From an optimization exercise on the open Yosys and OpenROAD flow, aimed at small area and a short achievable clock period; shortcuts taken in it are not production practice. No activity file was given, so power comes from the tool's default toggle rates.

## mem_responder_top
module mem_responder_top (
    input  logic       clk,
    input  logic       rst,
    input  logic       req,
    input  logic       we,
    input  logic [7:0] addr,
    input  logic [7:0] wdata,
    output logic [7:0] rdata,
    output logic       ack,
    output logic       err,
    output logic       busy
);
==> module mem_responder, before the edit <==
module mem_responder #(
    parameter int DW    = 8,
    parameter int AW    = 8,
    parameter int DEPTH = 256,
    parameter int WAIT  = 2
) (
    input  logic          clk,
    input  logic          rst,
    input  logic          req,
    input  logic          we,
    input  logic [AW-1:0] addr,
    input  logic [DW-1:0] wdata,
    output logic [DW-1:0] rdata,
    output logic          ack,
    output logic          err,
    output logic          busy
);
    localparam int NR = 66;      
    localparam int NG = 5;       
    logic       busy_q, ack_q, err_q;
    logic [1:0] st_q;            
    logic          wr_q, inr_q;
    logic [2:0]    tp_q;         
    logic          w1_q;         
    logic [15:0]   lo_q;
    logic [NG-1:0] gr_q;
    logic [2:0]    xr_q;
    logic [DW-1:0] wdata_q;
    logic [DW-1:0] rdata_q;
    logic [2:0] ph_q;            
    logic       ph2_q;
    logic          wp1_q;
    logic [NG-1:0] preg_q;       
    logic [DW-1:0] s0 [NR];      
    logic [DW-1:0] s1 [NR];
    logic [DW-1:0] s2 [NR];
    logic [DW-1:0] t0;           
    logic [DW-1:0] t1;
    logic [DW-1:0] grp_q [NG];
    logic          a_hi, a_inr;
    logic [1:0]    a_word;
    logic [2:0]    a_tp;
    logic [15:0]   a_lo;
    logic [NG-1:0] a_gr;
    logic [2:0]    a_xr;
    assign a_hi  = (addr[7:6] == 2'b11);
    assign a_inr = !a_hi || (addr[5:3] == 3'd0);
    always_comb begin
        for (int i = 0; i < 16; i++) a_lo[i] = (addr[3:0] == 4'(i));
        for (int g = 0; g < 4; g++) a_gr[g] = !a_hi && (addr[5:4] == 2'(g));
        a_gr[4] = a_hi && (addr[5:3] == 3'd0);
        a_xr[0] = (addr[2:0] == 3'd0) || (addr[2:0] == 3'd1) || (addr[2:0] == 3'd2);
        a_xr[1] = (addr[2:0] == 3'd3) || (addr[2:0] == 3'd4) || (addr[2:0] == 3'd5);
        a_xr[2] = (addr[2:0] == 3'd6) || (addr[2:0] == 3'd7);
        if (!a_hi) a_word = addr[7:6];
        else case (addr[2:0])
            3'd0, 3'd3, 3'd6: a_word = 2'd0;
            3'd1, 3'd4, 3'd7: a_word = 2'd1;
            default:          a_word = 2'd2;
        endcase
        case (a_word)
            2'd0:    a_tp = 3'b100;
            2'd1:    a_tp = 3'b010;
            default: a_tp = 3'b001;
        endcase
    end
    logic          stage2, accessing, commit, win, preset;
    logic          at_tap_q, at_next_q;    
    logic          is2_q;                  
    logic [15:0]   lo_sel;
    logic [2:0]    xr_sel;
    logic [NR:0]   rsel;
    logic [DW-1:0] rd;
    logic [NR:0]   sset;
    for (genvar r = 0; r < 64; r++) begin : g_sel
        assign rsel[r] = gr_q[r / 16] && lo_q[r % 16];
        assign sset[r] = preg_q[r / 16] && lo_q[r % 16];
    end
    for (genvar r = 64; r <= NR; r++) begin : g_selx
        assign rsel[r] = gr_q[4] && xr_q[r - 64];
        assign sset[r] = preg_q[4] && xr_q[r - 64];
    end
    assign stage2    = busy_q && !ack_q && (st_q == 2'd2);
    assign accessing = busy_q && !ack_q && (st_q == 2'd3);
    assign commit    = accessing && !rst && wr_q;
    assign win       = ((stage2 || accessing) && !rst) || wp1_q;
    assign preset    = wr_q && at_tap_q && win;
    assign lo_sel = busy_q ? lo_q : a_lo;
    assign xr_sel = busy_q ? xr_q : a_xr;
    logic [DW-1:0] grp_d [NG];
    always_comb begin
        for (int g = 0; g < 4; g++) begin
            grp_d[g] = '0;
            for (int i = 0; i < 16; i++)
                if (lo_sel[i]) grp_d[g] = grp_d[g] | s2[16 * g + i];
        end
        grp_d[4] = '0;
        for (int i = 0; i < 2; i++)
            if (xr_sel[i]) grp_d[4] = grp_d[4] | s2[64 + i];
        if (xr_sel[2]) grp_d[4] = grp_d[4] | t1;
    end
    always_comb begin
        rd = '0;
        for (int g = 0; g < NG; g++)
            if (gr_q[g]) rd = rd | grp_q[g];
    end
    logic restore;
    logic [DW-1:0] setd [NG];
    assign restore = accessing && rst;
    always_comb
        for (int g = 0; g < NG; g++) setd[g] = restore ? grp_q[g] : wdata_q;
    logic [2:0] ph_d, tp_d;
    logic       ph2_d, w1_d, is2_d;
    assign ph_d  = {ph_q[1], ph_q[0], !(ph_q[1] || ph_q[0])};
    assign ph2_d = !ph2_q;
    assign tp_d  = busy_q ? tp_q : a_tp;
    assign w1_d  = busy_q ? w1_q : a_word[0];
    assign is2_d = busy_q ? is2_q : (a_gr[4] && a_xr[2]);
    always_ff @(posedge clk) begin
        at_tap_q  <= is2_d ? (w1_d ^ ph2_d) : |(tp_d & ph_d);
        at_next_q <= is2_d ? !(w1_d ^ ph2_d) : |({tp_d[1:0], tp_d[2]} & ph_d);
        ph_q  <= ph_d;
        ph2_q <= !ph2_q;
        wp1_q <= commit;
        preg_q <= {NG{preset}} & gr_q;
        if (!busy_q || (at_tap_q && !ack_q))
            for (int g = 0; g < NG; g++) grp_q[g] <= grp_d[g];
    end
    always_ff @(posedge clk) begin
        if (rst) begin
            busy_q <= 1'b0;
            ack_q  <= 1'b0;
            err_q  <= 1'b0;
            st_q   <= 2'd0;
        end else if (!busy_q) begin
            if (req) begin
                busy_q <= 1'b1;
                st_q   <= 2'd1;
            end
        end else if (!ack_q) begin
            if (st_q == 2'd3) begin
                ack_q <= 1'b1;
                err_q <= !inr_q;
                st_q  <= 2'd0;
            end else begin
                st_q <= st_q + 2'd1;
            end
        end else if (!req) begin
            busy_q <= 1'b0;
            ack_q  <= 1'b0;
            err_q  <= 1'b0;
        end
    end
    always_ff @(posedge clk) begin
        if (!busy_q) begin
            wr_q    <= we && a_inr;
            inr_q   <= a_inr;
            tp_q    <= a_tp;
            w1_q    <= a_word[0];
            is2_q   <= a_gr[4] && a_xr[2];
            lo_q    <= a_lo;
            gr_q    <= a_gr;
            xr_q    <= a_xr;
            wdata_q <= wdata;
        end
    end
    always_ff @(posedge clk) begin
        rdata_q <= rd;
    end
    for (genvar r = 0; r < NR; r++) begin : g_ring
        always_ff @(posedge clk) begin
            s0[r] <= ~(s2[r] | {DW{preset && rsel[r]}});
            s1[r] <= ~(s0[r] | ({DW{sset[r]}} & ~setd[r < 64 ? r / 16 : 4]));
            s2[r] <= s1[r];
        end
    end
    always_ff @(posedge clk) begin
        t0 <= ~(t1 | {DW{preset && rsel[NR]}});
        t1 <= ~(t0 | ({DW{sset[NR]}} & ~setd[4]));
    end
    assign rdata = rdata_q;
    assign ack   = ack_q;
    assign err   = err_q;
    assign busy  = busy_q;
endmodule
Settings: LEC_CHECK=0, ABC_CLOCK_PERIOD_IN_PS=2200, CAP_MARGIN=20, CORE_MARGIN=2, CORE_UTILIZATION=50, CTS_BUF_LIST=sky130_fd_sc_hd__clkbuf_8, CTS_CLUSTER_DIAMETER=50, CTS_CLUSTER_SIZE=10, SETUP_SLACK_MARGIN=2.3, SLEW_MARGIN=20, TNS_END_PERCENT=10; clock period 4.5 ns.
standard.sh (not shown) runs the stock make flow with config.mk's settings and CLKGATE_MAP_FILE= SYNTH_SCRIPT=/design/flow/synth_recipe.tcl, a recipe that flattens the netlist after the stock synthesis.
==> flow/flow/run.sh <==
#!/bin/bash
# Standard ORFS layout (the standard.sh), with the port buffers made of buf_4 cells
# instead of whatever buffer_ports picks by default (it has been picking delay cells).
set -euo pipefail
bash standard.sh finish 'BUFFER_PORTS_ARGS=-buffer_cell sky130_fd_sc_hd__buf_4' > make_finish.log 2>&1
Change:
--- a/flow/design.v
+++ b/flow/design.v
@@ -137,14 +137,13 @@
         at_tap_q  <= is2_d ? (w1_d ^ ph2_d) : |(tp_d & ph_d);
         at_next_q <= is2_d ? !(w1_d ^ ph2_d) : |({tp_d[1:0], tp_d[2]} & ph_d);
         ph_q  <= ph_d;
         ph2_q <= !ph2_q;
         wp1_q <= commit;
         preg_q <= {NG{preset}} & gr_q;
-        if (!busy_q || (at_tap_q && !ack_q))
-            for (int g = 0; g < NG; g++) grp_q[g] <= grp_d[g];
+        for (int g = 0; g < NG; g++) grp_q[g] <= grp_d[g];
     end
     always_ff @(posedge clk) begin
         if (rst) begin
             busy_q <= 1'b0;
             ack_q  <= 1'b0;
             err_q  <= 1'b0;
@@ -179,13 +178,13 @@
             gr_q    <= a_gr;
             xr_q    <= a_xr;
             wdata_q <= wdata;
         end
     end
     always_ff @(posedge clk) begin
-        rdata_q <= rd;
+        if (!ack_q && at_next_q) rdata_q <= rd;
     end
     for (genvar r = 0; r < NR; r++) begin : g_ring
         always_ff @(posedge clk) begin
             s0[r] <= ~(s2[r] | {DW{preset && rsel[r]}});
             s1[r] <= ~(s0[r] | ({DW{sset[r]}} & ~setd[r < 64 ? r / 16 : 4]));
             s2[r] <= s1[r];
What happened: The new run passed the timing, DRC and antenna checks. Combinational power goes down by about 10%. Cell count falls by about 0.9%. Non-clock buffer count fell by 28. Maximum frequency came out lower by 1.2%. Hold slack hardly moves. Via count came out lower by about 1.6%. Synthesized area came out lower by about 0.35%. Global-route usage came out lower by 0.50 points. Total power goes down by 1.1%. Setup slack is worse by 0.029 ns. Die area is lower by 0.35%. Register-to-register slack degrades by 0.03 ns.
No run of this note included a check of the RTL's function; only the layout flow was run.

==> port drivers added, routing unchanged <==
No port has a modelled driver above. Below, the same layouts with a new extraction and two added sets of constraints.
Step 1 (the two cells are an assumption about what drives the block):
set clk [get_ports {clk}]
set_driving_cell -lib_cell sky130_fd_sc_hd__clkbuf_16 $clk
set_driving_cell -lib_cell sky130_fd_sc_hd__buf_2 [delete_from_list [all_inputs] $clk]
Step 2, shift: input delay + t, output delay - t, t = (earliest + latest rising clock arrival at the registers) / 2. This alone moves slack from input paths to output paths.
Slacks: ideal / step 1 / step 2; pairs: ideal / step 1.
| run | shift t [ns] | setup slack, ns | hold WS [ns] |
|---|---|---|---|
| the first run | 0.912 | 2.066 / 2.007 / 1.336 | 0.214 / 0.189 / 0.298 |
| the second run | 0.933 | 2.037 / 2.035 / 1.350 | 0.214 / 0.171 / 0.282 |
After both steps setup and hold are still met in every run listed. The setup slack of the first run, which loses most, moves by -0.059 ns with the drivers and by -0.730 ns with both steps.
